What follows belongs to an exercise in optimizing a design on an open flow for small area, a short achievable clock period and few clock cycles per item; a production flow would make more cautious choices. The RTL was checked by simulation tests, not by an equivalence proof against the original design.

===== run.sh =====
#!/bin/bash
# synth_recipe.tcl (not shown) runs the flow's synth.tcl, then flattens the netlist and writes it again
# the make line also repeats each setting of config.mk as NAME=value (left out here)
make -C /OpenROAD-flow-scripts/flow DESIGN_CONFIG=/design/flow/config.mk WORK_HOME=/design/flow/orfs CLKGATE_MAP_FILE= SYNTH_SCRIPT=/design/flow/synth_recipe.tcl finish

===== config.mk =====
export PLATFORM = sky130hd
export DESIGN_NAME = aes_dec_top
export DESIGN_NICKNAME = aes_dec_top
export VERILOG_FILES = /design/flow/design.v
export SDC_FILE = /design/flow/constraint.sdc
export NUM_CORES = 8
export LEC_CHECK = 0
export CAP_MARGIN = 20
export CORE_MARGIN = 2
export CORE_UTILIZATION = 30
export CTS_BUF_LIST = sky130_fd_sc_hd__clkbuf_8
export CTS_CLUSTER_SIZE = 30
export SETUP_SLACK_MARGIN = 2.8
export SLEW_MARGIN = 20
export SYNTH_HIERARCHICAL = 1

===== constraint.sdc =====
create_clock -name core_clock -period 9.0 [get_ports {clk}]
set_input_delay 1.8000 -clock core_clock [delete_from_list [all_inputs] [get_ports {clk}]]
set_output_delay 1.8000 -clock core_clock [all_outputs]
set_load 0.01 [all_outputs]

===== design.v =====
    function automatic logic [7:0] get_byte(input logic [127:0] b, input integer n);
        get_byte = b[8*(15-n) +: 8];
    endfunction
    function automatic logic [31:0] get_word(input logic [127:0] b, input integer k);
        get_word = {get_byte(b, k + 12), get_byte(b, k + 8), get_byte(b, k + 4), get_byte(b, k)};
    endfunction
    function automatic logic [7:0] rcon(input logic [3:0] i);
        case (i)
            4'd1:    rcon = 8'h01;
            4'd2:    rcon = 8'h02;
            4'd3:    rcon = 8'h04;
            4'd4:    rcon = 8'h08;
            4'd5:    rcon = 8'h10;
            4'd6:    rcon = 8'h20;
            4'd7:    rcon = 8'h40;
            4'd8:    rcon = 8'h80;
            4'd9:    rcon = 8'h1b;
            4'd10:   rcon = 8'h36;
            default: rcon = 8'h00;
        endcase
    endfunction
`timescale 1ns/1ps
module aes_dec_regs (
    input  logic         clk,
    input  logic         avs_read_i,
    input  logic         avs_write_i,
    input  logic [3:0]   avs_address_i,
    input  logic [31:0]  avs_writedata_i,
    input  logic         decrypt_busy_i,
    input  logic         key_ready_i,
    input  logic [127:0] plaintext_i,
    output logic [31:0]  avs_readdata_o,
    output logic         avs_waitrequest_o,
    output logic         expand_start_o,
    output logic         key_write_o,
    output logic         decrypt_start_o,
    output logic [127:0] cipher_key_o,
    output logic [127:0] ciphertext_o
);
    function automatic logic [7:0] get_byte(input logic [127:0] b, input integer n);
        get_byte = b[8*(15-n) +: 8];
    endfunction
    function automatic logic [31:0] get_word(input logic [127:0] b, input integer k);
        get_word = {get_byte(b, k + 12), get_byte(b, k + 8), get_byte(b, k + 4), get_byte(b, k)};
    endfunction
    function automatic logic [7:0] rcon(input logic [3:0] i);
        case (i)
            4'd1:    rcon = 8'h01;
            4'd2:    rcon = 8'h02;
            4'd3:    rcon = 8'h04;
            4'd4:    rcon = 8'h08;
            4'd5:    rcon = 8'h10;
            4'd6:    rcon = 8'h20;
            4'd7:    rcon = 8'h40;
            4'd8:    rcon = 8'h80;
            4'd9:    rcon = 8'h1b;
            4'd10:   rcon = 8'h36;
            default: rcon = 8'h00;
        endcase
    endfunction
    logic [3:0]   addr;
    logic         sel_key;
    logic         sel_ct;
    logic         sel_exp;
    logic         sel_dec;
    logic         wr_acc;
    logic [127:0] key_q;
    logic [127:0] ct_q;
    assign addr    = avs_address_i;
    assign sel_key = (addr[3:2] == 2'd0);
    assign sel_ct  = (addr[3:2] == 2'd1);
    assign sel_exp = (addr == 4'(8));
    assign sel_dec = (addr == 4'(9));
    assign avs_waitrequest_o = (avs_read_i  && sel_key && decrypt_busy_i) ||
                               (avs_write_i && (sel_key || sel_exp) && decrypt_busy_i) ||
                               (avs_write_i && sel_dec && !key_ready_i);
    assign wr_acc          = avs_write_i && !avs_waitrequest_o;
    assign expand_start_o  = wr_acc && sel_exp;
    assign decrypt_start_o = wr_acc && sel_dec;
    assign key_write_o     = wr_acc && sel_key;
    always_ff @(posedge clk) begin
        for (int k = 0; k < 4; k++) begin
            for (int i = 0; i < 4; i++) begin
                if (wr_acc && sel_key && addr[1:0] == 2'(k)) begin
                    key_q[8*(15-(k+4*i)) +: 8] <= avs_writedata_i[8*i +: 8];
                end
                if (wr_acc && sel_ct && addr[1:0] == 2'(k)) begin
                    ct_q[8*(15-(k+4*i)) +: 8] <= avs_writedata_i[8*i +: 8];
                end
            end
        end
    end
    assign cipher_key_o = key_q;
    assign ciphertext_o = ct_q;
    always_comb begin
        avs_readdata_o = '0;
        if (sel_key) begin
            avs_readdata_o = get_word(plaintext_i, addr[1:0]);
        end
    end
endmodule
`timescale 1ns/1ps
module aes_key_expand (
    input  logic         clk,
    input  logic         rst_n,
    input  logic         expand_start_i,
    input  logic         decrypt_start_i,
    input  logic         decrypt_busy_i,
    input  logic         key_write_i,
    input  logic [127:0] cipher_key_i,
    output logic         key_ready_o,
    output logic         last_round_o,
    output logic [127:0] whiten_key_o,
    output logic [127:0] round_key_o
);
    function automatic logic [7:0] get_byte(input logic [127:0] b, input integer n);
        get_byte = b[8*(15-n) +: 8];
    endfunction
    function automatic logic [31:0] get_word(input logic [127:0] b, input integer k);
        get_word = {get_byte(b, k + 12), get_byte(b, k + 8), get_byte(b, k + 4), get_byte(b, k)};
    endfunction
    function automatic logic [7:0] rcon(input logic [3:0] i);
        case (i)
            4'd1:    rcon = 8'h01;
            4'd2:    rcon = 8'h02;
            4'd3:    rcon = 8'h04;
            4'd4:    rcon = 8'h08;
            4'd5:    rcon = 8'h10;
            4'd6:    rcon = 8'h20;
            4'd7:    rcon = 8'h40;
            4'd8:    rcon = 8'h80;
            4'd9:    rcon = 8'h1b;
            4'd10:   rcon = 8'h36;
            default: rcon = 8'h00;
        endcase
    endfunction
    localparam logic [3:0] LAST_IDX = 4'(10);
    logic [127:0] rk_q;      
    logic [3:0]   idx_q;
    logic         clean_q;   
    logic         walk;      
    logic         last;      
    logic         fast;      
    logic         fwd;       
    logic         fwd_q;     
    logic         fast_q;    
    logic         step_back;
    logic         busy_d;
    logic [3:0]   idx_d;
    logic         clean_d;
    logic [31:0]  k0, k1, k2, k3p;
    logic [31:0]  sub_in;
    logic [31:0]  sub;
    logic [31:0]  t;
    logic [127:0] nxt_key;
    assign {k0, k1, k2, k3p} = rk_q;
    assign walk      = !decrypt_busy_i && (idx_q != LAST_IDX);
    assign last      = decrypt_busy_i && (idx_q == 4'd1);
    assign fast      = last && clean_q;
    assign fwd       = walk || fast;
    assign step_back = decrypt_start_i || (decrypt_busy_i && idx_q != 4'd1);
    assign sub_in = fwd_q ? (k2 ^ k3p) : k3p;
    for (genvar i = 0; i < 4; i++) begin : g_sbox
        aes_sbox u_sbox (.x(sub_in[8*((i+3)%4) +: 8]), .y(sub[8*i +: 8]));
    end
    assign t = k0 ^ sub ^ {rcon(fwd_q ? idx_q + 4'd1 : idx_q), 24'h000000};
    assign nxt_key = {t,
                      k1 ^ (fwd ? t : k0),
                      k1 ^ k2 ^ (fwd ? t : 32'h0),
                      k2 ^ k3p ^ (fwd ? 32'h0 : k1)};
    always_comb begin
        if (expand_start_i) begin
            idx_d = 4'd0;
        end else if (step_back) begin
            idx_d = idx_q - 4'd1;
        end else if (fwd) begin
            idx_d = idx_q + 4'd1;
        end else begin
            idx_d = idx_q;
        end
    end
    assign clean_d = expand_start_i || (clean_q && !key_write_i);
    assign busy_d = decrypt_start_i || (decrypt_busy_i && !last);
    always_ff @(posedge clk) begin
        if (!rst_n) begin
            idx_q   <= LAST_IDX;
            clean_q <= 1'b0;
            fwd_q   <= 1'b0;
            fast_q  <= 1'b0;
        end else begin
            idx_q   <= idx_d;
            clean_q <= clean_d;
            fwd_q   <= (!busy_d && idx_d != LAST_IDX) || (busy_d && idx_d == 4'd1 && clean_d);
            fast_q  <= busy_d && idx_d == 4'd1 && clean_d;
        end
    end
    always_ff @(posedge clk) begin
        if (expand_start_i) begin
            rk_q <= {cipher_key_i[127:32], cipher_key_i[63:32] ^ cipher_key_i[31:0]};
        end else if (step_back || fwd) begin
            rk_q <= nxt_key;
        end
    end
    assign key_ready_o  = (idx_q == LAST_IDX) && !decrypt_busy_i;
    assign last_round_o = (idx_q == 4'd1);
    assign whiten_key_o = {k0, k1, k2, k2 ^ k3p};
    assign round_key_o  = {fast_q ? cipher_key_i[127:96] : t, k0 ^ k1, k1 ^ k2, k3p};
endmodule
`timescale 1ns/1ps
module aes_dec_core (
    input  logic         clk,
    input  logic         rst_n,
    input  logic         decrypt_start_i,
    input  logic         last_round_i,
    input  logic [127:0] ciphertext_i,
    input  logic [127:0] whiten_key_i,
    input  logic [127:0] round_key_i,
    output logic         decrypt_busy_o,
    output logic [127:0] plaintext_o
);
    function automatic logic [7:0] get_byte(input logic [127:0] b, input integer n);
        get_byte = b[8*(15-n) +: 8];
    endfunction
    function automatic logic [31:0] get_word(input logic [127:0] b, input integer k);
        get_word = {get_byte(b, k + 12), get_byte(b, k + 8), get_byte(b, k + 4), get_byte(b, k)};
    endfunction
    function automatic logic [7:0] rcon(input logic [3:0] i);
        case (i)
            4'd1:    rcon = 8'h01;
            4'd2:    rcon = 8'h02;
            4'd3:    rcon = 8'h04;
            4'd4:    rcon = 8'h08;
            4'd5:    rcon = 8'h10;
            4'd6:    rcon = 8'h20;
            4'd7:    rcon = 8'h40;
            4'd8:    rcon = 8'h80;
            4'd9:    rcon = 8'h1b;
            4'd10:   rcon = 8'h36;
            default: rcon = 8'h00;
        endcase
    endfunction
    logic         busy_q;
    logic [127:0] state_q;
    logic [127:0] imc;
    logic [127:0] sub_in;
    logic [127:0] nxt;
    for (genvar c = 0; c < 4; c++) begin : g_imc
        aes_imc_col u_imc (
            .a({state_q[127-32*c-24 -: 8], state_q[127-32*c-16 -: 8],
                state_q[127-32*c-8 -: 8], state_q[127-32*c -: 8]}),
            .y({imc[127-32*c-24 -: 8], imc[127-32*c-16 -: 8],
                imc[127-32*c-8 -: 8], imc[127-32*c -: 8]})
        );
    end
    assign sub_in = busy_q ? imc : (ciphertext_i ^ whiten_key_i);
    for (genvar r = 0; r < 4; r++) begin : g_row
        for (genvar c = 0; c < 4; c++) begin : g_col
            aes_inv_sbox_ark u_isbox (
                .x({round_key_i[8*(15-(r+4*c)) +: 8],
                    sub_in[8*(15-(r+4*((c+4-r)%4))) +: 8]}),
                .y(nxt[8*(15-(r+4*c)) +: 8])
            );
        end
    end
    always_ff @(posedge clk) begin
        if (!rst_n) begin
            busy_q <= 1'b0;
        end else if (decrypt_start_i) begin
            busy_q <= 1'b1;
        end else if (last_round_i) begin
            busy_q <= 1'b0;
        end
    end
    always_ff @(posedge clk) begin
        if (decrypt_start_i || busy_q) begin
            state_q <= nxt;
        end
    end
    assign decrypt_busy_o = busy_q;
    assign plaintext_o    = state_q;
endmodule
module aes_g_xor(input logic a, input logic b, output logic y);
    assign y = a ^ b;
endmodule
module aes_g_xnor(input logic a, input logic b, output logic y);
    assign y = ~(a ^ b);
endmodule
module aes_g_and(input logic a, input logic b, output logic y);
    assign y = a & b;
endmodule
module aes_g_nand(input logic a, input logic b, output logic y);
    assign y = ~(a & b);
endmodule
module aes_g_or(input logic a, input logic b, output logic y);
    assign y = a | b;
endmodule
module aes_g_nor(input logic a, input logic b, output logic y);
    assign y = ~(a | b);
endmodule
module aes_g_andn(input logic a, input logic b, output logic y);
    assign y = ~a & b;
endmodule
module aes_g_nandn(input logic a, input logic b, output logic y);
    assign y = a | ~b;
endmodule
module aes_inv_sbox_ark (
    input  logic [15:0] x,
    output logic [7:0] y
);
    logic P0, P1, P2, P3, P4, P5, P6, P7, P8, P9, P10, P11;
    logic P12, P13, P14, P15, P16, P17, P18, P19, P20, P21, P22, P23;
    logic P24, P25, P26, P27, P28, P29, M1, M2, M3, M4, M5, M6;
    logic M7, M8, M9, M10, M11, M12, M13, M14, M15, M16, M17, M18;
    logic M19, M20, M21, M22, M23, M24, M25, M26, M27, M28, M29, M30;
    logic M31, M32, M33, M34, M35, M36, M37, M38, M39, M40, M41, M42;
    logic M43, M44, M45, M46, M47, M48, M49, M50, M51, M52, M53, M54;
    logic M55, M56, M57, M58, M59, M60, M61, M62, M63, Q0, Q1, Q2;
    logic Q3, Q4, Q5, Q6, Q7, Q8, Q9, Q10, Q11, Q12, Q13, Q14;
    logic Q15, Q16, Q17, Q18, Q19, Q20, Q21, Q22, Q23, Q24, Q25, Q26;
    logic Q27, Q28, Q29, Q30, Q31, Q32, Q33, Q34, Q35, Q36, Q37, Q38;
    logic Q39, Q40, Q41, Q42;
    aes_g_xor u0 (.a(x[4]), .b(x[6]), .y(P0));
    aes_g_xor u1 (.a(x[0]), .b(x[1]), .y(P1));
    aes_g_xnor u2 (.a(x[3]), .b(x[4]), .y(P2));
    aes_g_xor u3 (.a(x[6]), .b(x[7]), .y(P3));
    aes_g_xor u4 (.a(P0), .b(P1), .y(P4));
    aes_g_xor u5 (.a(x[2]), .b(x[5]), .y(P5));
    aes_g_xor u6 (.a(x[0]), .b(x[3]), .y(P6));
    aes_g_xor u7 (.a(x[3]), .b(x[6]), .y(P7));
    aes_g_xor u8 (.a(x[7]), .b(P0), .y(P8));
    aes_g_xor u9 (.a(P1), .b(P3), .y(P9));
    aes_g_xor u10 (.a(x[1]), .b(x[2]), .y(P10));
    aes_g_xor u11 (.a(x[0]), .b(x[5]), .y(P11));
    aes_g_xor u12 (.a(x[2]), .b(x[3]), .y(P12));
    aes_g_xor u13 (.a(x[2]), .b(x[7]), .y(P13));
    aes_g_xnor u14 (.a(x[4]), .b(x[7]), .y(P14));
    aes_g_xor u15 (.a(x[1]), .b(x[5]), .y(P15));
    aes_g_xnor u16 (.a(P3), .b(P6), .y(P16));
    aes_g_xor u17 (.a(x[7]), .b(P5), .y(P17));
    aes_g_xnor u18 (.a(x[5]), .b(P2), .y(P18));
    aes_g_xor u19 (.a(P7), .b(P15), .y(P19));
    aes_g_xor u20 (.a(P1), .b(P7), .y(P20));
    aes_g_xor u21 (.a(P0), .b(P11), .y(P21));
    aes_g_xor u22 (.a(P1), .b(P2), .y(P22));
    aes_g_xnor u23 (.a(P2), .b(P10), .y(P23));
    aes_g_xnor u24 (.a(P0), .b(P5), .y(P24));
    aes_g_xnor u25 (.a(x[0]), .b(P2), .y(P25));
    aes_g_xor u26 (.a(P4), .b(P13), .y(P26));
    aes_g_xor u27 (.a(P9), .b(P12), .y(P27));
    aes_g_xor u28 (.a(x[3]), .b(P8), .y(P28));
    aes_g_xnor u29 (.a(x[5]), .b(P4), .y(P29));
    aes_g_nor u30 (.a(P9), .b(P24), .y(M1));
    aes_g_nor u31 (.a(P14), .b(P8), .y(M2));
    aes_g_xnor u32 (.a(P27), .b(M1), .y(M3));
    aes_g_nor u33 (.a(P4), .b(P17), .y(M4));
    aes_g_xor u34 (.a(M4), .b(M1), .y(M5));
    aes_g_nor u35 (.a(P22), .b(P19), .y(M6));
    aes_g_nor u36 (.a(P0), .b(P25), .y(M7));
    aes_g_xnor u37 (.a(P21), .b(M6), .y(M8));
    aes_g_nor u38 (.a(P20), .b(P29), .y(M9));
    aes_g_xor u39 (.a(M9), .b(M6), .y(M10));
    aes_g_nor u40 (.a(P2), .b(P26), .y(M11));
    aes_g_nor u41 (.a(P28), .b(P23), .y(M12));
    aes_g_xor u42 (.a(M12), .b(M11), .y(M13));
    aes_g_nor u43 (.a(P3), .b(P16), .y(M14));
    aes_g_xor u44 (.a(M14), .b(M11), .y(M15));
    aes_g_xor u45 (.a(M3), .b(M2), .y(M16));
    aes_g_xnor u46 (.a(M5), .b(P6), .y(M17));
    aes_g_xor u47 (.a(M8), .b(M7), .y(M18));
    aes_g_xor u48 (.a(M10), .b(M15), .y(M19));
    aes_g_xor u49 (.a(M16), .b(M13), .y(M20));
    aes_g_xor u50 (.a(M17), .b(M15), .y(M21));
    aes_g_xor u51 (.a(M18), .b(M13), .y(M22));
    aes_g_xnor u52 (.a(M19), .b(P18), .y(M23));
    aes_g_xnor u53 (.a(M22), .b(M23), .y(M24));
    aes_g_nand u54 (.a(M22), .b(M20), .y(M25));
    aes_g_xor u55 (.a(M21), .b(M25), .y(M26));
    aes_g_xnor u56 (.a(M20), .b(M21), .y(M27));
    aes_g_xor u57 (.a(M23), .b(M25), .y(M28));
    aes_g_nor u58 (.a(M28), .b(M27), .y(M29));
    aes_g_nor u59 (.a(M26), .b(M24), .y(M30));
    aes_g_nand u60 (.a(M20), .b(M23), .y(M31));
    aes_g_nor u61 (.a(M27), .b(M31), .y(M32));
    aes_g_xor u62 (.a(M27), .b(M25), .y(M33));
    aes_g_nand u63 (.a(M21), .b(M22), .y(M34));
    aes_g_nor u64 (.a(M24), .b(M34), .y(M35));
    aes_g_xor u65 (.a(M24), .b(M25), .y(M36));
    aes_g_xnor u66 (.a(M21), .b(M29), .y(M37));
    aes_g_xnor u67 (.a(M32), .b(M33), .y(M38));
    aes_g_xnor u68 (.a(M23), .b(M30), .y(M39));
    aes_g_xnor u69 (.a(M35), .b(M36), .y(M40));
    aes_g_xnor u70 (.a(M38), .b(M40), .y(M41));
    aes_g_xnor u71 (.a(M37), .b(M39), .y(M42));
    aes_g_xnor u72 (.a(M37), .b(M38), .y(M43));
    aes_g_xnor u73 (.a(M39), .b(M40), .y(M44));
    aes_g_xnor u74 (.a(M42), .b(M41), .y(M45));
    aes_g_nor u75 (.a(M44), .b(P24), .y(M46));
    aes_g_nor u76 (.a(M40), .b(P8), .y(M47));
    aes_g_nor u77 (.a(M39), .b(P17), .y(M48));
    aes_g_nor u78 (.a(M43), .b(P19), .y(M49));
    aes_g_nor u79 (.a(M38), .b(P25), .y(M50));
    aes_g_nor u80 (.a(M37), .b(P29), .y(M51));
    aes_g_nor u81 (.a(M42), .b(P26), .y(M52));
    aes_g_nor u82 (.a(M45), .b(P23), .y(M53));
    aes_g_nor u83 (.a(M41), .b(P16), .y(M54));
    aes_g_nor u84 (.a(M44), .b(P9), .y(M55));
    aes_g_nor u85 (.a(M40), .b(P14), .y(M56));
    aes_g_nor u86 (.a(M39), .b(P4), .y(M57));
    aes_g_nor u87 (.a(M43), .b(P22), .y(M58));
    aes_g_nor u88 (.a(M38), .b(P0), .y(M59));
    aes_g_nor u89 (.a(M37), .b(P20), .y(M60));
    aes_g_nor u90 (.a(M42), .b(P2), .y(M61));
    aes_g_nor u91 (.a(M45), .b(P28), .y(M62));
    aes_g_nor u92 (.a(M41), .b(P3), .y(M63));
    aes_g_xor u93 (.a(M52), .b(M61), .y(Q0));
    aes_g_xor u94 (.a(M58), .b(Q0), .y(Q1));
    aes_g_xor u95 (.a(M59), .b(Q1), .y(Q2));
    aes_g_xor u96 (.a(M54), .b(M62), .y(Q3));
    aes_g_xor u97 (.a(M47), .b(M50), .y(Q4));
    aes_g_xor u98 (.a(M48), .b(M56), .y(Q5));
    aes_g_xor u99 (.a(Q2), .b(Q3), .y(Q6));
    aes_g_xor u100 (.a(M57), .b(M63), .y(Q7));
    aes_g_xor u101 (.a(M60), .b(Q4), .y(Q8));
    aes_g_xor u102 (.a(M49), .b(Q5), .y(Q9));
    aes_g_xor u103 (.a(M46), .b(M51), .y(Q10));
    aes_g_xor u104 (.a(M50), .b(M53), .y(Q11));
    aes_g_xor u105 (.a(Q8), .b(Q9), .y(Q12));
    aes_g_xor u106 (.a(Q2), .b(Q11), .y(Q13));
    aes_g_xor u107 (.a(M59), .b(x[14]), .y(Q14));
    aes_g_xor u108 (.a(M54), .b(M63), .y(Q15));
    aes_g_xor u109 (.a(M48), .b(x[12]), .y(Q16));
    aes_g_xor u110 (.a(M51), .b(x[15]), .y(Q17));
    aes_g_xor u111 (.a(M57), .b(x[13]), .y(Q18));
    aes_g_xor u112 (.a(x[10]), .b(Q4), .y(Q19));
    aes_g_xor u113 (.a(M55), .b(M61), .y(Q20));
    aes_g_xor u114 (.a(Q5), .b(Q7), .y(Q21));
    aes_g_xor u115 (.a(M49), .b(Q17), .y(Q22));
    aes_g_xor u116 (.a(M55), .b(Q15), .y(Q23));
    aes_g_xor u117 (.a(M49), .b(x[9]), .y(Q24));
    aes_g_xor u118 (.a(x[8]), .b(Q7), .y(Q25));
    aes_g_xor u119 (.a(M46), .b(Q16), .y(Q26));
    aes_g_xor u120 (.a(Q10), .b(Q19), .y(Q27));
    aes_g_xor u121 (.a(Q14), .b(Q23), .y(Q28));
    aes_g_xor u122 (.a(x[11]), .b(Q10), .y(Q29));
    aes_g_xor u123 (.a(Q20), .b(Q25), .y(Q30));
    aes_g_xor u124 (.a(M62), .b(Q24), .y(Q31));
    aes_g_xor u125 (.a(Q3), .b(Q12), .y(Q32));
    aes_g_xor u126 (.a(Q21), .b(Q29), .y(Q33));
    aes_g_xor u127 (.a(Q0), .b(Q12), .y(Q34));
    aes_g_xor u128 (.a(Q1), .b(Q18), .y(Q35));
    aes_g_xor u129 (.a(Q28), .b(Q34), .y(Q36));
    aes_g_xor u130 (.a(Q32), .b(Q35), .y(Q37));
    aes_g_xor u131 (.a(Q13), .b(Q33), .y(Q38));
    aes_g_xor u132 (.a(Q13), .b(Q31), .y(Q39));
    aes_g_xor u133 (.a(Q6), .b(Q26), .y(Q40));
    aes_g_xor u134 (.a(Q6), .b(Q22), .y(Q41));
    aes_g_xor u135 (.a(Q6), .b(Q27), .y(Q42));
    assign y[0] = Q30;
    assign y[1] = Q39;
    assign y[2] = Q42;
    assign y[3] = Q38;
    assign y[4] = Q40;
    assign y[5] = Q37;
    assign y[6] = Q36;
    assign y[7] = Q41;
endmodule
module aes_sbox (
    input  logic [7:0] x,
    output logic [7:0] y
);
    logic T1, T2, T3, T4, T5, T6, T7, T8, T9, T10, T11, T12;
    logic T13, T14, T15, T16, T17, T18, T19, T20, T21, T22, T23, T24;
    logic T25, T26, T27, M1, M2, M3, M4, M5, M6, M7, M8, M9;
    logic M10, M11, M12, M13, M14, M15, M16, M17, M18, M19, M20, M21;
    logic M22, M23, M24, M25, M26, M27, M28, M29, M30, M31, M32, M33;
    logic M34, M35, M36, M37, M38, M39, M40, M41, M42, M43, M44, M45;
    logic M46, M47, M48, M49, M50, M51, M52, M53, M54, M55, M56, M57;
    logic M58, M59, M60, M61, M62, M63, L0, L1, L2, L3, L4, L5;
    logic L6, L7, L8, L9, L10, L11, L12, L13, L14, L15, L16, L17;
    logic L18, L19, L20, L21, L22, L23, L24, L25, L26, L27, L28, L29;
    logic S0, S1, S2, S3, S4, S5, S6, S7;
    aes_g_xnor u0 (.a(x[7]), .b(x[4]), .y(T1));
    aes_g_xnor u1 (.a(x[7]), .b(x[2]), .y(T2));
    aes_g_xnor u2 (.a(x[7]), .b(x[1]), .y(T3));
    aes_g_xnor u3 (.a(x[4]), .b(x[2]), .y(T4));
    aes_g_xor u4 (.a(x[3]), .b(x[1]), .y(T5));
    aes_g_xor u5 (.a(T1), .b(T5), .y(T6));
    aes_g_xor u6 (.a(x[6]), .b(x[5]), .y(T7));
    aes_g_xor u7 (.a(x[0]), .b(T6), .y(T8));
    aes_g_xnor u8 (.a(x[0]), .b(T7), .y(T9));
    aes_g_xor u9 (.a(T6), .b(T7), .y(T10));
    aes_g_xor u10 (.a(x[6]), .b(x[2]), .y(T11));
    aes_g_xor u11 (.a(x[5]), .b(x[2]), .y(T12));
    aes_g_xnor u12 (.a(T3), .b(T4), .y(T13));
    aes_g_xnor u13 (.a(T6), .b(T11), .y(T14));
    aes_g_xnor u14 (.a(T5), .b(T11), .y(T15));
    aes_g_xnor u15 (.a(T5), .b(T12), .y(T16));
    aes_g_xnor u16 (.a(T9), .b(T16), .y(T17));
    aes_g_xor u17 (.a(x[4]), .b(x[0]), .y(T18));
    aes_g_xor u18 (.a(T7), .b(T18), .y(T19));
    aes_g_xor u19 (.a(T1), .b(T19), .y(T20));
    aes_g_xor u20 (.a(x[1]), .b(x[0]), .y(T21));
    aes_g_xnor u21 (.a(T7), .b(T21), .y(T22));
    aes_g_xnor u22 (.a(T2), .b(T22), .y(T23));
    aes_g_xor u23 (.a(T2), .b(T10), .y(T24));
    aes_g_xor u24 (.a(T20), .b(T17), .y(T25));
    aes_g_xor u25 (.a(T3), .b(T16), .y(T26));
    aes_g_xor u26 (.a(T1), .b(T12), .y(T27));
    aes_g_nor u27 (.a(T13), .b(T6), .y(M1));
    aes_g_nor u28 (.a(T23), .b(T8), .y(M2));
    aes_g_xor u29 (.a(T14), .b(M1), .y(M3));
    aes_g_nand u30 (.a(T19), .b(x[0]), .y(M4));
    aes_g_xnor u31 (.a(M4), .b(M1), .y(M5));
    aes_g_nor u32 (.a(T3), .b(T16), .y(M6));
    aes_g_nor u33 (.a(T22), .b(T9), .y(M7));
    aes_g_xor u34 (.a(T26), .b(M6), .y(M8));
    aes_g_nor u35 (.a(T20), .b(T17), .y(M9));
    aes_g_xor u36 (.a(M9), .b(M6), .y(M10));
    aes_g_nor u37 (.a(T1), .b(T15), .y(M11));
    aes_g_nor u38 (.a(T4), .b(T27), .y(M12));
    aes_g_xor u39 (.a(M12), .b(M11), .y(M13));
    aes_g_nor u40 (.a(T2), .b(T10), .y(M14));
    aes_g_xor u41 (.a(M14), .b(M11), .y(M15));
    aes_g_xor u42 (.a(M3), .b(M2), .y(M16));
    aes_g_xor u43 (.a(M5), .b(T24), .y(M17));
    aes_g_xor u44 (.a(M8), .b(M7), .y(M18));
    aes_g_xor u45 (.a(M10), .b(M15), .y(M19));
    aes_g_xor u46 (.a(M16), .b(M13), .y(M20));
    aes_g_xor u47 (.a(M17), .b(M15), .y(M21));
    aes_g_xor u48 (.a(M18), .b(M13), .y(M22));
    aes_g_xor u49 (.a(M19), .b(T25), .y(M23));
    aes_g_xnor u50 (.a(M22), .b(M23), .y(M24));
    aes_g_nand u51 (.a(M22), .b(M20), .y(M25));
    aes_g_xor u52 (.a(M21), .b(M25), .y(M26));
    aes_g_xnor u53 (.a(M20), .b(M21), .y(M27));
    aes_g_xor u54 (.a(M23), .b(M25), .y(M28));
    aes_g_nor u55 (.a(M28), .b(M27), .y(M29));
    aes_g_nor u56 (.a(M26), .b(M24), .y(M30));
    aes_g_nand u57 (.a(M20), .b(M23), .y(M31));
    aes_g_nor u58 (.a(M27), .b(M31), .y(M32));
    aes_g_xor u59 (.a(M27), .b(M25), .y(M33));
    aes_g_nand u60 (.a(M21), .b(M22), .y(M34));
    aes_g_nor u61 (.a(M24), .b(M34), .y(M35));
    aes_g_xor u62 (.a(M24), .b(M25), .y(M36));
    aes_g_xnor u63 (.a(M21), .b(M29), .y(M37));
    aes_g_xnor u64 (.a(M32), .b(M33), .y(M38));
    aes_g_xor u65 (.a(M23), .b(M30), .y(M39));
    aes_g_xnor u66 (.a(M35), .b(M36), .y(M40));
    aes_g_xnor u67 (.a(M38), .b(M40), .y(M41));
    aes_g_xor u68 (.a(M37), .b(M39), .y(M42));
    aes_g_xnor u69 (.a(M37), .b(M38), .y(M43));
    aes_g_xor u70 (.a(M39), .b(M40), .y(M44));
    aes_g_xnor u71 (.a(M42), .b(M41), .y(M45));
    aes_g_nor u72 (.a(M44), .b(T6), .y(M46));
    aes_g_nor u73 (.a(M40), .b(T8), .y(M47));
    aes_g_nand u74 (.a(M39), .b(x[0]), .y(M48));
    aes_g_nor u75 (.a(M43), .b(T16), .y(M49));
    aes_g_nor u76 (.a(M38), .b(T9), .y(M50));
    aes_g_nor u77 (.a(M37), .b(T17), .y(M51));
    aes_g_nor u78 (.a(M42), .b(T15), .y(M52));
    aes_g_nor u79 (.a(M45), .b(T27), .y(M53));
    aes_g_nor u80 (.a(M41), .b(T10), .y(M54));
    aes_g_nor u81 (.a(M44), .b(T13), .y(M55));
    aes_g_nor u82 (.a(M40), .b(T23), .y(M56));
    aes_g_nand u83 (.a(M39), .b(T19), .y(M57));
    aes_g_nor u84 (.a(M43), .b(T3), .y(M58));
    aes_g_nor u85 (.a(M38), .b(T22), .y(M59));
    aes_g_nor u86 (.a(M37), .b(T20), .y(M60));
    aes_g_nor u87 (.a(M42), .b(T1), .y(M61));
    aes_g_nor u88 (.a(M45), .b(T4), .y(M62));
    aes_g_nor u89 (.a(M41), .b(T2), .y(M63));
    aes_g_xor u90 (.a(M61), .b(M62), .y(L0));
    aes_g_xor u91 (.a(M50), .b(M56), .y(L1));
    aes_g_xnor u92 (.a(M46), .b(M48), .y(L2));
    aes_g_xor u93 (.a(M47), .b(M55), .y(L3));
    aes_g_xor u94 (.a(M54), .b(M58), .y(L4));
    aes_g_xor u95 (.a(M49), .b(M61), .y(L5));
    aes_g_xor u96 (.a(M62), .b(L5), .y(L6));
    aes_g_xor u97 (.a(M46), .b(L3), .y(L7));
    aes_g_xor u98 (.a(M51), .b(M59), .y(L8));
    aes_g_xor u99 (.a(M52), .b(M53), .y(L9));
    aes_g_xor u100 (.a(M53), .b(L4), .y(L10));
    aes_g_xor u101 (.a(M60), .b(L2), .y(L11));
    aes_g_xnor u102 (.a(M48), .b(M51), .y(L12));
    aes_g_xor u103 (.a(M50), .b(L0), .y(L13));
    aes_g_xor u104 (.a(M52), .b(M61), .y(L14));
    aes_g_xor u105 (.a(M55), .b(L1), .y(L15));
    aes_g_xor u106 (.a(M56), .b(L0), .y(L16));
    aes_g_xnor u107 (.a(M57), .b(L1), .y(L17));
    aes_g_xor u108 (.a(M58), .b(L8), .y(L18));
    aes_g_xor u109 (.a(M63), .b(L4), .y(L19));
    aes_g_xor u110 (.a(L0), .b(L1), .y(L20));
    aes_g_xor u111 (.a(L1), .b(L7), .y(L21));
    aes_g_xor u112 (.a(L3), .b(L12), .y(L22));
    aes_g_xor u113 (.a(L18), .b(L2), .y(L23));
    aes_g_xor u114 (.a(L15), .b(L9), .y(L24));
    aes_g_xor u115 (.a(L6), .b(L10), .y(L25));
    aes_g_xor u116 (.a(L7), .b(L9), .y(L26));
    aes_g_xor u117 (.a(L8), .b(L10), .y(L27));
    aes_g_xor u118 (.a(L11), .b(L14), .y(L28));
    aes_g_xor u119 (.a(L11), .b(L17), .y(L29));
    aes_g_xor u120 (.a(L6), .b(L24), .y(S0));
    aes_g_xnor u121 (.a(L16), .b(L26), .y(S1));
    aes_g_xnor u122 (.a(L19), .b(L28), .y(S2));
    aes_g_xor u123 (.a(L6), .b(L21), .y(S3));
    aes_g_xor u124 (.a(L20), .b(L22), .y(S4));
    aes_g_xor u125 (.a(L25), .b(L29), .y(S5));
    aes_g_xnor u126 (.a(L13), .b(L27), .y(S6));
    aes_g_xnor u127 (.a(L6), .b(L23), .y(S7));
    assign y[0] = S7;
    assign y[1] = S6;
    assign y[2] = S5;
    assign y[3] = S4;
    assign y[4] = S3;
    assign y[5] = S2;
    assign y[6] = S1;
    assign y[7] = S0;
endmodule
module aes_imc_col (
    input  logic [31:0] a,
    output logic [31:0] y
);
    logic T0, T1, T2, T3, T4, T5, T6, T7, T8, T9, T10, T11;
    logic T12, T13, T14, T15, T16, T17, T18, T19, T20, T21, T22, T23;
    logic T24, T25, T26, T27, T28, T29, T30, T31, T32, T33, T34, T35;
    logic T36, T37, T38, T39, T40, T41, T42, T43, T44, T45, T46, T47;
    logic T48, T49, T50, T51, T52, T53, T54, T55, T56, T57, T58, T59;
    logic T60, T61, T62, T63, T64, T65, T66, T67, T68, T69, T70, T71;
    logic T72, T73, T74, T75, T76, T77, T78, T79, T80, T81, T82, T83;
    logic T84, T85, T86, T87, T88, T89, T90, T91, T92, T93, T94, T95;
    logic T96, T97, T98, T99, T100, T101, T102, T103, T104, T105, T106, T107;
    logic T108, T109, T110, T111, T112, T113, T114, T115, T116, T117, T118, T119;
    logic T120, T121, T122, T123, T124, T125, T126, T127, T128, T129, T130, T131;
    logic T132, T133, T134, T135, T136, T137, T138, T139, T140, T141, T142, T143;
    logic T144, T145, T146, T147, T148, T149, T150, T151, T152, T153, T154, T155;
    logic T156, T157, T158, T159, T160, T161, T162, T163, T164, T165, T166, T167;
    logic T168, T169, T170, T171, T172;
    aes_g_xor u0 (.a(a[13]), .b(a[29]), .y(T0));
    aes_g_xor u1 (.a(a[5]), .b(a[21]), .y(T1));
    aes_g_xor u2 (.a(a[6]), .b(a[22]), .y(T2));
    aes_g_xor u3 (.a(a[14]), .b(a[30]), .y(T3));
    aes_g_xor u4 (.a(T0), .b(T1), .y(T4));
    aes_g_xor u5 (.a(a[11]), .b(a[23]), .y(T5));
    aes_g_xor u6 (.a(a[7]), .b(a[27]), .y(T6));
    aes_g_xor u7 (.a(a[19]), .b(a[31]), .y(T7));
    aes_g_xor u8 (.a(a[3]), .b(a[15]), .y(T8));
    aes_g_xor u9 (.a(a[18]), .b(T3), .y(T9));
    aes_g_xor u10 (.a(a[10]), .b(T2), .y(T10));
    aes_g_xor u11 (.a(a[1]), .b(T4), .y(T11));
    aes_g_xor u12 (.a(a[9]), .b(a[25]), .y(T12));
    aes_g_xor u13 (.a(a[4]), .b(a[20]), .y(T13));
    aes_g_xor u14 (.a(a[12]), .b(a[28]), .y(T14));
    aes_g_xor u15 (.a(a[0]), .b(a[16]), .y(T15));
    aes_g_xor u16 (.a(a[8]), .b(a[24]), .y(T16));
    aes_g_xor u17 (.a(a[26]), .b(T10), .y(T17));
    aes_g_xor u18 (.a(a[2]), .b(T9), .y(T18));
    aes_g_xor u19 (.a(T5), .b(T7), .y(T19));
    aes_g_xor u20 (.a(T6), .b(T8), .y(T20));
    aes_g_xor u21 (.a(a[17]), .b(T12), .y(T21));
    aes_g_xor u22 (.a(a[7]), .b(a[23]), .y(T22));
    aes_g_xor u23 (.a(a[15]), .b(a[31]), .y(T23));
    aes_g_xor u24 (.a(a[17]), .b(T2), .y(T24));
    aes_g_xor u25 (.a(T15), .b(T16), .y(T25));
    aes_g_xor u26 (.a(T13), .b(T14), .y(T26));
    aes_g_xor u27 (.a(T19), .b(T20), .y(T27));
    aes_g_xor u28 (.a(T3), .b(T4), .y(T28));
    aes_g_xor u29 (.a(T11), .b(T21), .y(T29));
    aes_g_xor u30 (.a(T17), .b(T18), .y(T30));
    aes_g_xor u31 (.a(T11), .b(T24), .y(T31));
    aes_g_xor u32 (.a(a[15]), .b(a[23]), .y(T32));
    aes_g_xor u33 (.a(a[7]), .b(a[31]), .y(T33));
    aes_g_xor u34 (.a(a[23]), .b(a[31]), .y(T34));
    aes_g_xor u35 (.a(a[7]), .b(a[15]), .y(T35));
    aes_g_xor u36 (.a(a[2]), .b(a[17]), .y(T36));
    aes_g_xor u37 (.a(T5), .b(T8), .y(T37));
    aes_g_xor u38 (.a(a[4]), .b(T7), .y(T38));
    aes_g_xor u39 (.a(T5), .b(T6), .y(T39));
    aes_g_xor u40 (.a(T15), .b(T23), .y(T40));
    aes_g_xor u41 (.a(T2), .b(T14), .y(T41));
    aes_g_xor u42 (.a(T3), .b(T13), .y(T42));
    aes_g_xor u43 (.a(T2), .b(T16), .y(T43));
    aes_g_xor u44 (.a(T16), .b(T22), .y(T44));
    aes_g_xor u45 (.a(T0), .b(T8), .y(T45));
    aes_g_xor u46 (.a(T1), .b(T23), .y(T46));
    aes_g_xor u47 (.a(T0), .b(T22), .y(T47));
    aes_g_xor u48 (.a(a[26]), .b(T25), .y(T48));
    aes_g_xor u49 (.a(T1), .b(T39), .y(T49));
    aes_g_xor u50 (.a(T4), .b(T43), .y(T50));
    aes_g_xor u51 (.a(a[6]), .b(T26), .y(T51));
    aes_g_xor u52 (.a(a[22]), .b(T26), .y(T52));
    aes_g_xor u53 (.a(T17), .b(T40), .y(T53));
    aes_g_xor u54 (.a(T18), .b(T44), .y(T54));
    aes_g_xor u55 (.a(T27), .b(T41), .y(T55));
    aes_g_xor u56 (.a(T28), .b(T32), .y(T56));
    aes_g_xor u57 (.a(T27), .b(T42), .y(T57));
    aes_g_xor u58 (.a(a[13]), .b(a[30]), .y(T58));
    aes_g_xor u59 (.a(a[5]), .b(a[22]), .y(T59));
    aes_g_xor u60 (.a(a[4]), .b(a[28]), .y(T60));
    aes_g_xor u61 (.a(a[7]), .b(a[30]), .y(T61));
    aes_g_xor u62 (.a(a[1]), .b(a[9]), .y(T62));
    aes_g_xor u63 (.a(a[12]), .b(a[20]), .y(T63));
    aes_g_xor u64 (.a(a[1]), .b(a[25]), .y(T64));
    aes_g_xor u65 (.a(a[21]), .b(a[29]), .y(T65));
    aes_g_xor u66 (.a(a[14]), .b(a[23]), .y(T66));
    aes_g_xor u67 (.a(a[5]), .b(a[14]), .y(T67));
    aes_g_xor u68 (.a(a[8]), .b(a[16]), .y(T68));
    aes_g_xor u69 (.a(a[3]), .b(a[10]), .y(T69));
    aes_g_xor u70 (.a(a[2]), .b(a[19]), .y(T70));
    aes_g_xor u71 (.a(a[15]), .b(a[30]), .y(T71));
    aes_g_xor u72 (.a(a[12]), .b(a[21]), .y(T72));
    aes_g_xor u73 (.a(a[0]), .b(a[8]), .y(T73));
    aes_g_xor u74 (.a(a[11]), .b(a[18]), .y(T74));
    aes_g_xor u75 (.a(a[5]), .b(a[28]), .y(T75));
    aes_g_xor u76 (.a(a[16]), .b(a[24]), .y(T76));
    aes_g_xor u77 (.a(a[9]), .b(a[24]), .y(T77));
    aes_g_xor u78 (.a(a[9]), .b(a[26]), .y(T78));
    aes_g_xor u79 (.a(a[14]), .b(a[31]), .y(T79));
    aes_g_xor u80 (.a(a[25]), .b(T3), .y(T80));
    aes_g_xor u81 (.a(T7), .b(T69), .y(T81));
    aes_g_xor u82 (.a(T15), .b(T33), .y(T82));
    aes_g_xor u83 (.a(T34), .b(T68), .y(T83));
    aes_g_xor u84 (.a(a[24]), .b(T15), .y(T84));
    aes_g_xor u85 (.a(a[12]), .b(T13), .y(T85));
    aes_g_xor u86 (.a(a[29]), .b(T63), .y(T86));
    aes_g_xor u87 (.a(a[16]), .b(T35), .y(T87));
    aes_g_xor u88 (.a(T33), .b(T76), .y(T88));
    aes_g_xor u89 (.a(T6), .b(T12), .y(T89));
    aes_g_xor u90 (.a(a[0]), .b(T35), .y(T90));
    aes_g_xor u91 (.a(T7), .b(T75), .y(T91));
    aes_g_xor u92 (.a(a[28]), .b(T13), .y(T92));
    aes_g_xor u93 (.a(a[21]), .b(T58), .y(T93));
    aes_g_xor u94 (.a(T6), .b(T14), .y(T94));
    aes_g_xor u95 (.a(a[13]), .b(T59), .y(T95));
    aes_g_xor u96 (.a(a[27]), .b(T36), .y(T96));
    aes_g_xor u97 (.a(a[29]), .b(T67), .y(T97));
    aes_g_xor u98 (.a(T12), .b(T70), .y(T98));
    aes_g_xor u99 (.a(T3), .b(T12), .y(T99));
    aes_g_xor u100 (.a(a[20]), .b(T14), .y(T100));
    aes_g_xor u101 (.a(a[6]), .b(T65), .y(T101));
    aes_g_xor u102 (.a(a[0]), .b(T34), .y(T102));
    aes_g_xor u103 (.a(a[13]), .b(T60), .y(T103));
    aes_g_xor u104 (.a(a[8]), .b(T82), .y(T104));
    aes_g_xor u105 (.a(T9), .b(T25), .y(T105));
    aes_g_xor u106 (.a(T38), .b(T94), .y(T106));
    aes_g_xor u107 (.a(a[20]), .b(T45), .y(T107));
    aes_g_xor u108 (.a(T19), .b(T92), .y(T108));
    aes_g_xor u109 (.a(T10), .b(T96), .y(T109));
    aes_g_xor u110 (.a(T45), .b(T72), .y(T110));
    aes_g_xor u111 (.a(a[25]), .b(T83), .y(T111));
    aes_g_xor u112 (.a(T20), .b(T74), .y(T112));
    aes_g_xor u113 (.a(T4), .b(T81), .y(T113));
    aes_g_xor u114 (.a(T46), .b(T61), .y(T114));
    aes_g_xor u115 (.a(T10), .b(T64), .y(T115));
    aes_g_xor u116 (.a(T88), .b(T99), .y(T116));
    aes_g_xor u117 (.a(T37), .b(T98), .y(T117));
    aes_g_xor u118 (.a(T24), .b(T78), .y(T118));
    aes_g_xor u119 (.a(T37), .b(T100), .y(T119));
    aes_g_xor u120 (.a(T46), .b(T66), .y(T120));
    aes_g_xor u121 (.a(T47), .b(T79), .y(T121));
    aes_g_xor u122 (.a(T77), .b(T90), .y(T122));
    aes_g_xor u123 (.a(T36), .b(T80), .y(T123));
    aes_g_xor u124 (.a(T20), .b(T85), .y(T124));
    aes_g_xor u125 (.a(T19), .b(T25), .y(T125));
    aes_g_xor u126 (.a(T9), .b(T62), .y(T126));
    aes_g_xor u127 (.a(T21), .b(T73), .y(T127));
    aes_g_xor u128 (.a(T47), .b(T71), .y(T128));
    aes_g_xor u129 (.a(T11), .b(T116), .y(T129));
    aes_g_xor u130 (.a(T50), .b(T102), .y(T130));
    aes_g_xor u131 (.a(T28), .b(T117), .y(T131));
    aes_g_xor u132 (.a(T89), .b(T105), .y(T132));
    aes_g_xor u133 (.a(T18), .b(T106), .y(T133));
    aes_g_xor u134 (.a(T49), .b(T103), .y(T134));
    aes_g_xor u135 (.a(T52), .b(T121), .y(T135));
    aes_g_xor u136 (.a(T51), .b(T128), .y(T136));
    aes_g_xor u137 (.a(T109), .b(T125), .y(T137));
    aes_g_xor u138 (.a(T52), .b(T114), .y(T138));
    aes_g_xor u139 (.a(T48), .b(T112), .y(T139));
    aes_g_xor u140 (.a(T51), .b(T120), .y(T140));
    aes_g_xor u141 (.a(T18), .b(T119), .y(T141));
    aes_g_xor u142 (.a(T38), .b(T110), .y(T142));
    aes_g_xor u143 (.a(T50), .b(T87), .y(T143));
    aes_g_xor u144 (.a(T49), .b(T86), .y(T144));
    aes_g_xor u145 (.a(T28), .b(T104), .y(T145));
    aes_g_xor u146 (.a(T17), .b(T124), .y(T146));
    aes_g_xor u147 (.a(T91), .b(T107), .y(T147));
    aes_g_xor u148 (.a(T17), .b(T108), .y(T148));
    aes_g_xor u149 (.a(T11), .b(T137), .y(T149));
    aes_g_xor u150 (.a(T55), .b(T93), .y(T150));
    aes_g_xor u151 (.a(T53), .b(T123), .y(T151));
    aes_g_xor u152 (.a(T29), .b(T146), .y(T152));
    aes_g_xor u153 (.a(T54), .b(T118), .y(T153));
    aes_g_xor u154 (.a(T53), .b(T126), .y(T154));
    aes_g_xor u155 (.a(T56), .b(T84), .y(T155));
    aes_g_xor u156 (.a(T56), .b(T127), .y(T156));
    aes_g_xor u157 (.a(T30), .b(T142), .y(T157));
    aes_g_xor u158 (.a(T30), .b(T147), .y(T158));
    aes_g_xor u159 (.a(T29), .b(T148), .y(T159));
    aes_g_xor u160 (.a(T55), .b(T97), .y(T160));
    aes_g_xor u161 (.a(T31), .b(T139), .y(T161));
    aes_g_xor u162 (.a(T48), .b(T131), .y(T162));
    aes_g_xor u163 (.a(T30), .b(T144), .y(T163));
    aes_g_xor u164 (.a(T29), .b(T133), .y(T164));
    aes_g_xor u165 (.a(T54), .b(T115), .y(T165));
    aes_g_xor u166 (.a(T30), .b(T134), .y(T166));
    aes_g_xor u167 (.a(T31), .b(T122), .y(T167));
    aes_g_xor u168 (.a(T29), .b(T141), .y(T168));
    aes_g_xor u169 (.a(T57), .b(T101), .y(T169));
    aes_g_xor u170 (.a(T31), .b(T111), .y(T170));
    aes_g_xor u171 (.a(T113), .b(T132), .y(T171));
    aes_g_xor u172 (.a(T57), .b(T95), .y(T172));
    assign y[0] = T143;
    assign y[1] = T156;
    assign y[2] = T154;
    assign y[3] = T149;
    assign y[4] = T168;
    assign y[5] = T157;
    assign y[6] = T172;
    assign y[7] = T140;
    assign y[8] = T155;
    assign y[9] = T170;
    assign y[10] = T153;
    assign y[11] = T171;
    assign y[12] = T159;
    assign y[13] = T163;
    assign y[14] = T150;
    assign y[15] = T135;
    assign y[16] = T130;
    assign y[17] = T129;
    assign y[18] = T151;
    assign y[19] = T161;
    assign y[20] = T164;
    assign y[21] = T158;
    assign y[22] = T169;
    assign y[23] = T138;
    assign y[24] = T145;
    assign y[25] = T167;
    assign y[26] = T165;
    assign y[27] = T162;
    assign y[28] = T152;
    assign y[29] = T166;
    assign y[30] = T160;
    assign y[31] = T136;
endmodule
`timescale 1ns/1ps
module aes_dec_top (
    input  logic        clk,
    input  logic        rst_n,
    input  logic        avs_read_i,
    input  logic        avs_write_i,
    input  logic [3:0]  avs_address_i,
    input  logic [31:0] avs_writedata_i,
    output logic [31:0] avs_readdata_o,
    output logic        avs_waitrequest_o
);
    logic         expand_start;
    logic         key_write;
    logic         decrypt_start;
    logic         decrypt_busy;
    logic         key_ready;
    logic         last_round;
    logic [127:0] cipher_key;
    logic [127:0] ciphertext;
    logic [127:0] plaintext;
    logic [127:0] whiten_key;
    logic [127:0] round_key;
    aes_dec_regs i_aes_dec_regs (
        .clk               (clk),
        .avs_read_i        (avs_read_i),
        .avs_write_i       (avs_write_i),
        .avs_address_i     (avs_address_i),
        .avs_writedata_i   (avs_writedata_i),
        .decrypt_busy_i    (decrypt_busy),
        .key_ready_i       (key_ready),
        .plaintext_i       (plaintext),
        .avs_readdata_o    (avs_readdata_o),
        .avs_waitrequest_o (avs_waitrequest_o),
        .expand_start_o    (expand_start),
        .key_write_o       (key_write),
        .decrypt_start_o   (decrypt_start),
        .cipher_key_o      (cipher_key),
        .ciphertext_o      (ciphertext)
    );
    aes_key_expand i_aes_key_expand (
        .clk             (clk),
        .rst_n           (rst_n),
        .expand_start_i  (expand_start),
        .decrypt_start_i (decrypt_start),
        .decrypt_busy_i  (decrypt_busy),
        .key_write_i     (key_write),
        .cipher_key_i    (cipher_key),
        .key_ready_o     (key_ready),
        .last_round_o    (last_round),
        .whiten_key_o    (whiten_key),
        .round_key_o     (round_key)
    );
    aes_dec_core i_aes_dec_core (
        .clk             (clk),
        .rst_n           (rst_n),
        .decrypt_start_i (decrypt_start),
        .last_round_i    (last_round),
        .ciphertext_i    (ciphertext),
        .whiten_key_i    (whiten_key),
        .round_key_i     (round_key),
        .decrypt_busy_o  (decrypt_busy),
        .plaintext_o     (plaintext)
    );
endmodule

==> results.txt, run 1 <==
run status=no timing/DRC/antenna violations; finished layout cell area=81330 um^2; detail-routed net length per standard cell=23.22 um; max-slew violations=0; Final Hold Viols=0; largest net degree at the start of global routing=98; Yosys Warn Count=9; highest-count cells in the layout ignoring fill and taps=1585 x xor2_1, 996 x buf_4, 586 x xor2_2, 512 x edfxtp_1, 364 x nor2_1; Syn Nets=5605; # IOs=73; final net count=6530; Fin Setup TNS=0 ns; syn avg cell area=9.634 um^2; Synth area leaders=xor2_1 40%, edfxtp_1 29%, xnor2_1 11%; mapped cell area=53540 um^2; Hold WC Path Type=reg -> reg; Post-synth EDFFs=512; effective utilization at floorplan=30.11%; setup violators final=0; Critical Path AT=7.01 ns; routed wire length=207.3 mm; DP Area=56020 um^2; Fmax=154.9 MHz; hold_buf cts=0; initial antenna violation count=14; Crit-path slowest cell=edfxtp_1; Worst EP required=9.56 ns; routed vias/inst=4.740; Distinct cells, synth=64; layout cells sized above 1=46.02%; vias in the first global route=40510; Yosys top cell by area=xor2_1; Crit path largest cell delay=0.52 ns; max_slew headroom=25.33%; slew at the pin closest to its max-slew limit=1.116 ns; HPWL Detailed=142.9 mm; vias=42320; post-synthesis sequential area ratio=29.02%; # H-tree levels=3; skew final=0.06828 ns; Gate Count Post-Synth=5557; die width=426.5 um; cell family with most CP delay=XOR/XNOR gates; Final Cycle Share=71.74%; unrepaired setup endpoints after global routing=yes; Root Driver=clkbuf_8; CTS buffer count=98; Core Rows=155; Worst-Skew Late Latency=0.81 ns; CP Max Fanout=4; DRT antenna net count=0; Max Cap Violations=0; RePlAce Congestion=0.9592; CP Capture Type=flip-flop; Tot GR Track Use=20.64%; first-pass GRT wire length=275.3 mm; CTS tree=done; chip height=426.5 um; share of the synthesized area in the top cell type=40.19%; Buf+Inv Stages, Crit Path=2; most used cell, CP=xor2_2; GR Overflow Total=0; die area=181900 um^2; DR iter-0 viols=3429; DRT Pass-1 Iters=5; Clock Path Buffers=3; Core Area=177800 um^2; # clock sinks=520; # DRC=0; Setup CP Type=reg -> reg; Port Buf Inserts=72; FFs w/ async S/R, synth=0%; Area Overhead vs Synth=51.90%; clk slew on worst S/H paths=0.06 ns; Yosys reg bits=520; commonest non-fill, non-tap cell in the layout=xor2_1; crit path launch type=flip-flop; Tmin final=6.456 ns; Main synth FF type=edfxtp_1
## path summary, 6_finish.rpt
kind / startpoint / to / slack [ns] / cells after the start
max: i_aes_dec_core.state_q[46] / i_aes_dec_core.state_q[111] / 2.54 / 25
min: i_aes_dec_regs.key_q[91] / i_aes_key_expand.rk_q[91] / 0.53 / 2
max reg2reg: i_aes_dec_core.state_q[46] / i_aes_dec_core.state_q[111] / 2.54 / 25
min reg2reg: i_aes_dec_regs.key_q[91] / i_aes_key_expand.rk_q[91] / 0.53 / 2
## cell families after synthesis
group	Yosys count	synth area share (%)
muxes	86	2.498
and+or+nand+nor	1153	8.675
DFF	520	29.02
buffers and inverters	390	5.165
AOI/OAI and AO/OA	277	3.356
xor gates and xnor gates	3123	51.10
adders and majority gates	8	0.1870
## stage by stage
| stage | util (%) | worst slack (ns) | cells | hold WS (ns) |
|---|---|---|---|---|
| 4_1_cts | 38.39 | 2.706 | 8317 | 0.5165 |
| 3_3_place_gp | 31.50 | 1.141 | 7641 | 0.5031 |
| 5_1_grt | 45.73 | 2.339 | 8927 | 0.5517 |
| 2_1_floorplan | - | 2.726 | 5557 | 0.4984 |
| 3_5_place_dp | 31.50 | 1.112 | 7641 | 0.5120 |
| 6_report | 45.73 | 2.544 | 8929 | 0.5256 |
## timing repair
item                                    in CTS  in global routing
pin swaps                                  412                767
endpoints found under the hold margin        0                  0
endpoints found under the setup margin     224                163
setup buffers                              491                605
resized for setup                          865               1224
## per-layer routing
| layer | GRT usage [%] | wire length (um) |
|---|---|---|
| met2 | 34.55 | 102000 |
| met5 | 0 | 16 |
| met3 | 3.248 | 13940 |
| met1 | 26.52 | 81190 |
| met4 | 8.269 | 10230 |
## Yosys cell counts (all sizes together), types with 6 or more instances
cell / n
edfxtp: 512
nand2b: 7
inv: 13
a21oi: 7
o21ai: 239
nor3b: 6
mux2: 52
xnor2: 665
o31ai: 7
mux4: 32
nor2: 625
clkbuf: 40
nand2: 427
buf: 337
ha: 8
nor2b: 41
xor2: 2458
dfxtp: 8
nor3: 12
## worst reg2reg max path, cell delays in order (launching register included)
cell and delay (ns):
edfxtp_1 0.52, xor2_4 0.26, buf_12 0.14, xor2_4 0.24
xor2_4 0.24, buf_4 0.18, xor2_4 0.20, xor2_1 0.32
nand2_1 0.21, o21ai_4 0.18, xor2_2 0.23, xor2_1 0.29
nor2_1 0.11, xor2_1 0.16, xnor2_1 0.39, xor2_4 0.33
xor2_1 0.23, nor2_2 0.09, xnor2_2 0.29, xnor2_2 0.15
nor2_2 0.22, xor2_2 0.23, xor2_2 0.23, xor2_2 0.24
xor2_2 0.22, xor2_2 0.32
## final cells by class
type	instances	area, um^2
Fill cell	15400	96510
Inverter	13	48.80
Tap cell	2355	2947
Clock inverter	86	719.4
Antenna cell	7	17.52
Multi-Input combinational cell	4647	50670
Sequential cell	520	15540
Clock buffer	99	1363
Timing Repair Buffer	1202	10020
## flip-flops by register name (all words and copies together) (netlist names)
name / cells
i_aes_dec_core.state_q: 128
i_aes_dec_regs.ct_q: 128
i_aes_dec_regs.key_q: 128
i_aes_key_expand.rk_q: 128
i_aes_key_expand.idx_q: 4
i_aes_dec_core.busy_q: 1
i_aes_key_expand.clean_q: 1
i_aes_key_expand.fast_q: 1
i_aes_key_expand.fwd_q: 1
## per-module statistics from Yosys (local to each module, per instance), a selection
module / copies in the design / flops+latches / cell area, um^2
aes_g_nand: 72 / 0 / 3.754
aes_dec_core: 1 / 129 / 6730
aes_inv_sbox_ark: 16 / 0 / 60.06
aes_dec_regs: 1 / 256 / 8840
aes_imc_col: 4 / 0 / 240.2
aes_g_xnor: 480 / 0 / 8.758
aes_key_expand: 1 / 135 / 9607
aes_g_xor: 2220 / 0 / 8.758
aes_g_nor: 608 / 0 / 3.754
Testbench counts, summed over its fixed seeds: cycles 18,222, blocks 895.
==> inputs of run 2 (changes only) <==
--- a/config.mk
+++ b/config.mk
@@ -10,6 +10,6 @@
 export CORE_UTILIZATION = 30
 export CTS_BUF_LIST = sky130_fd_sc_hd__clkbuf_8
 export CTS_CLUSTER_SIZE = 30
-export SETUP_SLACK_MARGIN = 2.8
+export SETUP_SLACK_MARGIN = 1.7
 export SLEW_MARGIN = 20
 export SYNTH_HIERARCHICAL = 1
==> run 2 against run 1 <==
  * Via count down 13%
  * Register-to-register slack worse by 0.67 ns
  * Cell area fell by 25%
  * Maximum frequency fell by 9.4%
  * Synthesized cell count stayed put
  * Still clean on timing, DRC and antenna
  * Final cell count down 11%
  * Die area unchanged
  * Non-clock buffer count down 988
  * Clock-buffer cell count is 5 lower
  * Sequential cell count unchanged
  * First-iteration DRC count fell by 2.5%
==> results.txt, run 2 <==
HP Start=i_aes_dec_regs.key_q[80]; Yosys Warn Count=9 (unchanged); Distinct cells, synth=64 (unchanged); Gate Count Post-Synth=5557 (unchanged); DRT Pass-1 Iters=5 (unchanged); first-pass GRT wire length=254.4 mm (-7.6%); Fmax=140.3 MHz (-9.4%); GR Util met3=2.450% (-0.80 points); syn avg cell area=9.634 um^2 (unchanged); # clock sinks=520 (unchanged); Hold WC Path Type=reg -> reg; DRT antenna net count=0 (unchanged); R2R depth=28 (+12%); setup violators final=0 (unchanged); Core Rows=155 (unchanged); met2 Use GR=31.71% (-2.8 points); die width=426.5 um (unchanged); detail-routed net length per standard cell=22.53 um (-3.0%); CP Capture Type=flip-flop; Synth area leaders=xor2_1 40%, edfxtp_1 29%, xnor2_1 11%; FILL cells=17910 (+16%); die area=181900 um^2 (unchanged); global route hottest layer=met2; routed wire length=178.4 mm (-14%); clk slew on worst S/H paths=0.06 ns (about the same); Crit path largest cell delay=0.54 ns (+0.02 ns); skew final=0.04738 ns (-0.02090 ns); # H-tree levels=3 (unchanged); max_slew headroom=20.81% (-4.5 points); Worst EP required=9.50 ns (-0.06 ns); WHS Path Cells=2 (unchanged); # IOs=73 (unchanged); Area Overhead vs Synth=13.58%; hold_buf cts=0 (unchanged); CP Max Fanout=5 (+1); Final Util=34.19% (-12 points); share of the synthesized area in the top cell type=40.19% (unchanged); commonest non-fill, non-tap cell in the layout=xor2_1; Crit-path slowest cell=edfxtp_1; Post-synth EDFFs=512 (unchanged); slew at the pin closest to its max-slew limit=1.175 ns (+0.05895 ns); vias=36970 (-13%); Final Cycle Share=79.22% (+7.5 points); HPWL Detailed=141.1 mm (-1.2%); Yosys reg bits=520 (unchanged); initial antenna violation count=15 (+1); count leader, synth=xor2_1; Root Driver=clkbuf_8; Tot GR Track Use=19.04% (-1.6 points); Worst-Skew Late Latency=0.78 ns (-0.03 ns); Worst Setup SP=i_aes_dec_core.state_q[29]; layout cells sized above 1=14.92% (-31 points); met1 Use GR=25.64% (-0.87 points); post-synthesis sequential area ratio=29.02% (unchanged); Commonest cells post-synth=2457 x xor2_1, 665 x xnor2_1, 624 x nor2_1, 512 x edfxtp_1, 427 x nand2_1; Tmin final=7.130 ns (+0.6732 ns); Critical Path AT=7.63 ns (+0.62 ns); run status=no timing/DRC/antenna violations; DR iter-0 viols=3344 (-2.5%); routed vias/inst=4.667 (-1.5%); FFs w/ async S/R, synth=0% (unchanged); most used cell, CP=xor2_1; vias in the first global route=36830 (-9.1%); Main synth FF type=edfxtp_1; mapped cell area=53540 um^2 (unchanged); Clock Path Buffers=3 (unchanged); effective utilization at floorplan=30.11% (unchanged); unrepaired setup endpoints after global routing=yes; CTS tree=done; Core Area=177800 um^2 (unchanged); Syn Nets=5605 (unchanged); # DRC=0 (unchanged); CTS buffer count=94 (-4.1%); Max Cap Violations=0 (unchanged); Yosys top cell by area=xor2_1; Setup CP Type=reg -> reg; highest-count cells in the layout ignoring fill and taps=2210 x xor2_1, 612 x nor2_1, 567 x xnor2_1, 512 x edfxtp_1, 426 x nand2_1; crit path launch type=flip-flop; largest net degree at the start of global routing=102 (+4.1%); max-slew violations=0 (unchanged); GR Overflow Total=0 (unchanged); Fin Setup TNS=0 ns (unchanged); reg-to-reg startpoint=i_aes_dec_core.state_q[29]; Port Buf Inserts=72 (unchanged); final net count=5538 (-15%); chip height=426.5 um (unchanged); Final Hold Viols=0 (unchanged); RePlAce Congestion=0.9701 (+1.1%)
-- run 2: worst paths after layout --
check | end | slack [ns]
min reg2reg | i_aes_key_expand.rk_q[80] | 0.53
min | i_aes_key_expand.rk_q[80] | 0.53
max reg2reg | i_aes_dec_core.state_q[76] | 1.87
max | i_aes_dec_core.state_q[76] | 1.87
-- run 2: area by class of cell --
| cell class | instances | area (um^2) | area share (%) |
|---|---|---|---|
| diodes | 3 | 7.507 | 0.01235 |
| clock buffers | 94 | 1294 | 2.128 |
| clock inverters | 75 | 449.2 | 0.7387 |
| inverters | 13 | 48.80 | 0.08025 |
| multi-input cells | 4647 | 38660 | 63.57 |
| flip-flops and latches | 520 | 15540 | 25.56 |
| well taps | 2355 | 2947 | 4.846 |
| repair buffers | 214 | 1862 | 3.062 |
-- run 2: cell families after synthesis --
logic type | Yosys count | share of synthesized area (%)
xor+xnor | 3123 | 51.10
simple gates | 1153 | 8.675
flops | 520 | 29.02
buf+inv | 390 | 5.165
compound gates | 277 | 3.356
mux | 86 | 2.498
fa+ha+maj | 8 | 0.1870
-- run 2: per-module statistics from Yosys, one instance, submodules excluded, a selection --
module	area (um^2)	cells inside
aes_key_expand	9607	989
aes_g_nand	3.754	1
aes_dec_core	6730	545
aes_g_xor	8.758	1
aes_imc_col	240.2	32
aes_inv_sbox_ark	60.06	8
aes_sbox	60.06	8
aes_dec_regs	8840	355
aes_g_nor	3.754	1
aes_g_xnor	8.758	1
-- run 2: critical path: cells and delay by family (launching register included) --
family                    cells  cell delay, ns
buffers and inverters         4            0.72
DFF                           1            0.54
and+or+nand+nor               5            0.85
xor gates and xnor gates     18            4.48
AOI/OAI and AO/OA             1            0.24
-- run 2: what timing repair did --
item                                    in CTS  in global routing
pin swaps                                   10                 52
cloned                                       0                  0
setup buffers                                6                 80
endpoints found under the setup margin     131                141
resized for setup                          150                302
endpoints found under the hold margin        0                  0
-- run 2: routing by layer --
layer,part of all wire (%),vias up
li1,-,17190
met1,43,18290
met2,48,1276
met3,6.7,215
met4,3.1,2
met5,0.0073,-
-- run 2: metrics by stage --
stage	cells	area [um^2]	hold WS, ns	setup WS, ns
after floorplan	5557	53540	0.4984	2.227
after global placement	7662	55010	0.5036	0.5094
after detailed placement	7662	55010	0.5110	0.4767
after CTS	7837	57890	0.5167	1.615
after global routing	7920	60800	0.5306	1.583
final	7921	60810	0.5270	1.870

## what the ideal ports hide
Ports are ideal in the flow. The routed layouts listed here were re-timed in OpenROAD. Step 1, drivers: a clkbuf_16 drives clk and a buf_2 each remaining input, both assumed. Step 2 also shifts input and output timing later by t, the mid clock arrival at the registers, as if the neighbouring blocks saw the same clock. a / b / c = ideal / step 1 / step 2; a / b = the first two.
| run | t, ns | setup WS [ns] | worst setup path after step 2 | clock arrival spread, ns |
|---|---|---|---|---|
| run 1 | 0.859 | 2.544 / 2.544 / 2.544 | register to register | 0.068 / 0.068 |
| run 2 | 0.844 | 1.870 / 1.870 / 1.870 | register to register | 0.049 / 0.050 |
After both steps setup and hold are still met in every run listed.
